Background: an optimization exercise with open tools, aiming at small area, a short achievable clock period and few clock cycles per item. Do not read the settings as production practice.
In this exercise RTL edits were held to simulation tests only and were not proved equivalent to the original.
No driver is modelled on the clock port, so clocking that relies on it looks cheaper here than on a real chip.
Power and IR drop assume default switching activity.

job 5218:
Design alpha_compositor, start of the top module:
module alpha_compositor
(
	input logic clk,
	input logic reset,
	input logic src_valid,
	output logic src_ready,
	input blend_pkg::pixel_addr_t src_addr,
	input blend_pkg::channel_t src_r,
	input blend_pkg::channel_t src_g,
	input blend_pkg::channel_t src_b,
	input blend_pkg::channel_t src_a,
	input logic src_last,
	output logic wb_cyc,
	output logic wb_stb,
	output logic wb_we,
	output blend_pkg::pixel_addr_t wb_adr,
	output blend_pkg::rgb_t wb_dat_w,
	input blend_pkg::rgb_t wb_dat_r,
	input logic wb_ack,
	output logic frame_done
);
Size: roughly 510 cells after synthesis, about 110 I/O pins, roughly 0.0079 mm^2 of cells after synthesis.
Settings: LEC_CHECK=0, CAP_MARGIN=20, CORE_MARGIN=2, CORE_UTILIZATION=40, CTS_BUF_LIST=sky130_fd_sc_hd__clkbuf_4 sky130_fd_sc_hd__clkbuf_8, PLACE_DENSITY=0.7, SETUP_SLACK_MARGIN=5, SLEW_MARGIN=20, TNS_END_PERCENT=0; clock period 8.0 ns.
standard.sh (not shown) runs the stock make flow with config.mk's settings and CLKGATE_MAP_FILE= SYNTH_SCRIPT=/design/flow/synth_recipe.tcl, a recipe that flattens the netlist after the stock synthesis.
==> flow/flow/run.sh <==
#!/bin/bash
# Standard layout, with three changes to how it is made:
#  - the port buffers the standard flow's flow inserts are made from the smallest plain
#    buffer; repair still resizes any that timing needs;
#  - CTS adds no dummy loads to balance its leaf buffers;
#  - after CTS, one more setup repair pass on the worst path
#    (flow/post_cts.tcl).
set -euo pipefail
export BUFFER_PORTS_ARGS="-buffer_cell sky130_fd_sc_hd__buf_1"
export POST_CTS_TCL="$PWD/flow/post_cts.tcl"
export CTS_ARGS="-sink_clustering_enable -repair_clock_nets -dont_use_dummy_load -buf_list {sky130_fd_sc_hd__clkbuf_4 sky130_fd_sc_hd__clkbuf_8}"
bash standard.sh > standard_flow.log 2>&1
==> flow/flow/post_cts.tcl <==
puts "post_cts: worst setup slack before [worst_slack -max]"
repair_timing -setup -setup_margin 5.6 -repair_tns 0 -verbose
detailed_placement
check_placement -verbose
puts "post_cts: worst setup slack after [worst_slack -max]"
Testbench counts of job 5218, summed over its fixed seeds: cycles 34,025, pixels 5,905.
Relative to job 5218, the following input files were edited for job 1667:
- changing CORE_UTILIZATION from 40 to 45
- removing PLACE_DENSITY (formerly 0.7)
Notes after the runs:
- Taking job 5218 as the reference point, the die area of job 1667 falls by 11%.
- Maximum clock frequency (lower): job 5218
- Row detailed-route wire length on metal 1: job 1667 lower / job 5218 higher
- Changes observed in job 1667 relative to job 5218: combined global-route utilization of all metal layers shows an increase of 1.0 points; sequential portion of the cell area shows a reduction of 0.27 points.
Setup changes, job 1667 to job 2448
- CORE_UTILIZATION changed from 45 to 40
## What came out
Between job 2448 and job 1667, it is job 2448 whose post-layout minimum cycle time is higher, by 0.030 ns.
Relative to job 1667, relative contribution of combinational cells to total power increased by 0.4 points in job 2448.
Status: power drawn by the clock network parity (job 2448, job 1667)
Register share of the cell area: job 1667 vs job 2448, no meaningful difference
Going from job 1667 to job 2448, area enclosed by the die boundary moved up; routability congestion estimate rose 6.3%; global-route usage decreased 0.88 points.

---

Another version of the RTL of alpha_compositor (not shown whole).
Size in the first run: about 570 cells after synthesis, ~150 flip-flops, roughly 110 I/O pins, roughly 0.0079 sq mm of cells after synthesis.
export LEC_CHECK = 0
export CAP_MARGIN = 20
export CORE_MARGIN = 2
export CORE_UTILIZATION = 40
export CTS_BUF_LIST = sky130_fd_sc_hd__clkbuf_4 sky130_fd_sc_hd__clkbuf_8
export SETUP_SLACK_MARGIN = 5
export SLEW_MARGIN = 20
export TNS_END_PERCENT = 0
create_clock -name core_clock -period 8.0 [get_ports {clk}]
==> flow/flow/run.sh <==
#!/bin/bash
set -euo pipefail
export BUFFER_PORTS_ARGS="-buffer_cell sky130_fd_sc_hd__buf_1"
export POST_CTS_TCL="$PWD/flow/post_cts.tcl"
bash standard.sh SETUP_SLACK_MARGIN=5.6 finish > standard_flow.log 2>&1
Scripts as last shown in full above: flow/flow/post_cts.tcl
Testbench counts at the start, summed over its fixed seeds: cycles 34,519, pixels 5,905.
Then changed:
==> flow/flow/run.sh (replaced) <==
#!/bin/bash
# Standard layout, with the port buffers the standard flow's flow inserts made from
# the smallest plain buffer; repair still resizes any that timing needs.
set -euo pipefail
export BUFFER_PORTS_ARGS="-buffer_cell sky130_fd_sc_hd__buf_1"
bash standard.sh > standard_flow.log 2>&1
--- a/flow/config.mk
+++ b/flow/config.mk
@@ -7,3 +7,3 @@
 export LEC_CHECK = 0
-export CAP_MARGIN = 20
+export CAP_MARGIN = 0
 export CORE_MARGIN = 2
@@ -12,3 +12,3 @@
 export SETUP_SLACK_MARGIN = 5
-export SLEW_MARGIN = 20
+export SLEW_MARGIN = 0
 export TNS_END_PERCENT = 0
removed: flow/flow/post_cts.tcl
What happened:
- The changed run ran to the end with no violations
- routed wire length is lower by about 0.8%
- synthesized area does not change
- synthesized cell count is unchanged
- worst hold slack improved by 0.022 ns
- utilization shrinks by 0.13 points
- design area hardly moves
- global-route usage goes down by 0.22 points
Then changed:
--- a/flow/config.mk
+++ b/flow/config.mk
@@ -7,3 +7,4 @@
 export LEC_CHECK = 0
-export CAP_MARGIN = 0
+export ABC_CLOCK_PERIOD_IN_PS = 2800
+export CAP_MARGIN = 20
 export CORE_MARGIN = 2
@@ -12,3 +13,3 @@
 export SETUP_SLACK_MARGIN = 5
-export SLEW_MARGIN = 0
+export SLEW_MARGIN = 20
 export TNS_END_PERCENT = 0
Non-clock buffer count stays the same.
Via count goes down by 0.56%.
Combinational power is about the same.
Global-route usage is unchanged.
Total power is about the same.
Clock power stays flat.
Final area stays flat.
Then changed:
--- a/flow/config.mk
+++ b/flow/config.mk
@@ -7,3 +7,2 @@
 export LEC_CHECK = 0
-export ABC_CLOCK_PERIOD_IN_PS = 2800
 export CAP_MARGIN = 20
@@ -11,3 +10,5 @@
 export CORE_UTILIZATION = 40
-export CTS_BUF_LIST = sky130_fd_sc_hd__clkbuf_4 sky130_fd_sc_hd__clkbuf_8
+export CTS_BUF_LIST = sky130_fd_sc_hd__clkbuf_8 sky130_fd_sc_hd__clkbuf_16
+export CTS_CLUSTER_DIAMETER = 200
+export CTS_CLUSTER_SIZE = 40
 export SETUP_SLACK_MARGIN = 5
=>
- The changed run finished clean
- clock power rises by 34%
- area after synthesis is unchanged
- total power rises by 9.0%
- hold slack gets worse by 0.011 ns
- die area stays the same
- routed wire length rises by 0.76%
- worst setup slack barely changes
- cell area rises by 2.1%
- cell count barely changes
- first-iteration DRC count falls by 16%

what the ideal ports hide:
In the flow no input, the clock included, has a driving cell. The finished layouts below were timed again as built, in two steps.
Step 1 sets driving cells, clkbuf_16 on the clock port and buf_2 on the other inputs (assumed; they add their load-dependent delay and slew).
Step 2 moves the port delays by t, midway between the first and last clock arrival at a register: inputs arrive t later, outputs are due t later. That takes back most of the time a late clock gives input paths.
Three values: no drivers, after step 1, after step 2; two values: the first two.
| run | shift t [ns] | setup WS [ns] | slew at the worst register clock pin (ns) | worst slew at a driven data input, ns | cell pins on the clock port's net |
|---|---|---|---|---|---|
| job 5218 | 0.470 | 4.819 / 4.819 / 4.466 | 0.09 / 0.09 | 0.05 | 1 |
| job 1667 | 0.473 | 4.933 / 4.933 / 4.555 | 0.09 / 0.09 | 0.04 | 1 |
| job 2448 | 0.475 | 4.903 / 4.903 / 4.510 | 0.09 / 0.09 | 0.04 | 1 |
| the first run of note 2 | 0.476 | 4.908 / 4.908 / 4.548 | 0.08 / 0.08 | 0.04 | 1 |
| the second run of note 2 | 0.485 | 4.883 / 4.883 / 4.557 | 0.09 / 0.09 | 0.07 | 1 |
| the third run of note 2 | 0.482 | 4.886 / 4.886 / 4.547 | 0.09 / 0.09 | 0.07 | 1 |
| the fourth run of note 2 | 0.465 | 4.886 / 4.886 / 4.594 | 0.07 / 0.07 | 0.07 | 1 |
After both steps setup and hold are still met in every run listed. The setup slack of job 2448, which loses most, moves by 0.000 ns with the drivers and by -0.393 ns with both steps.
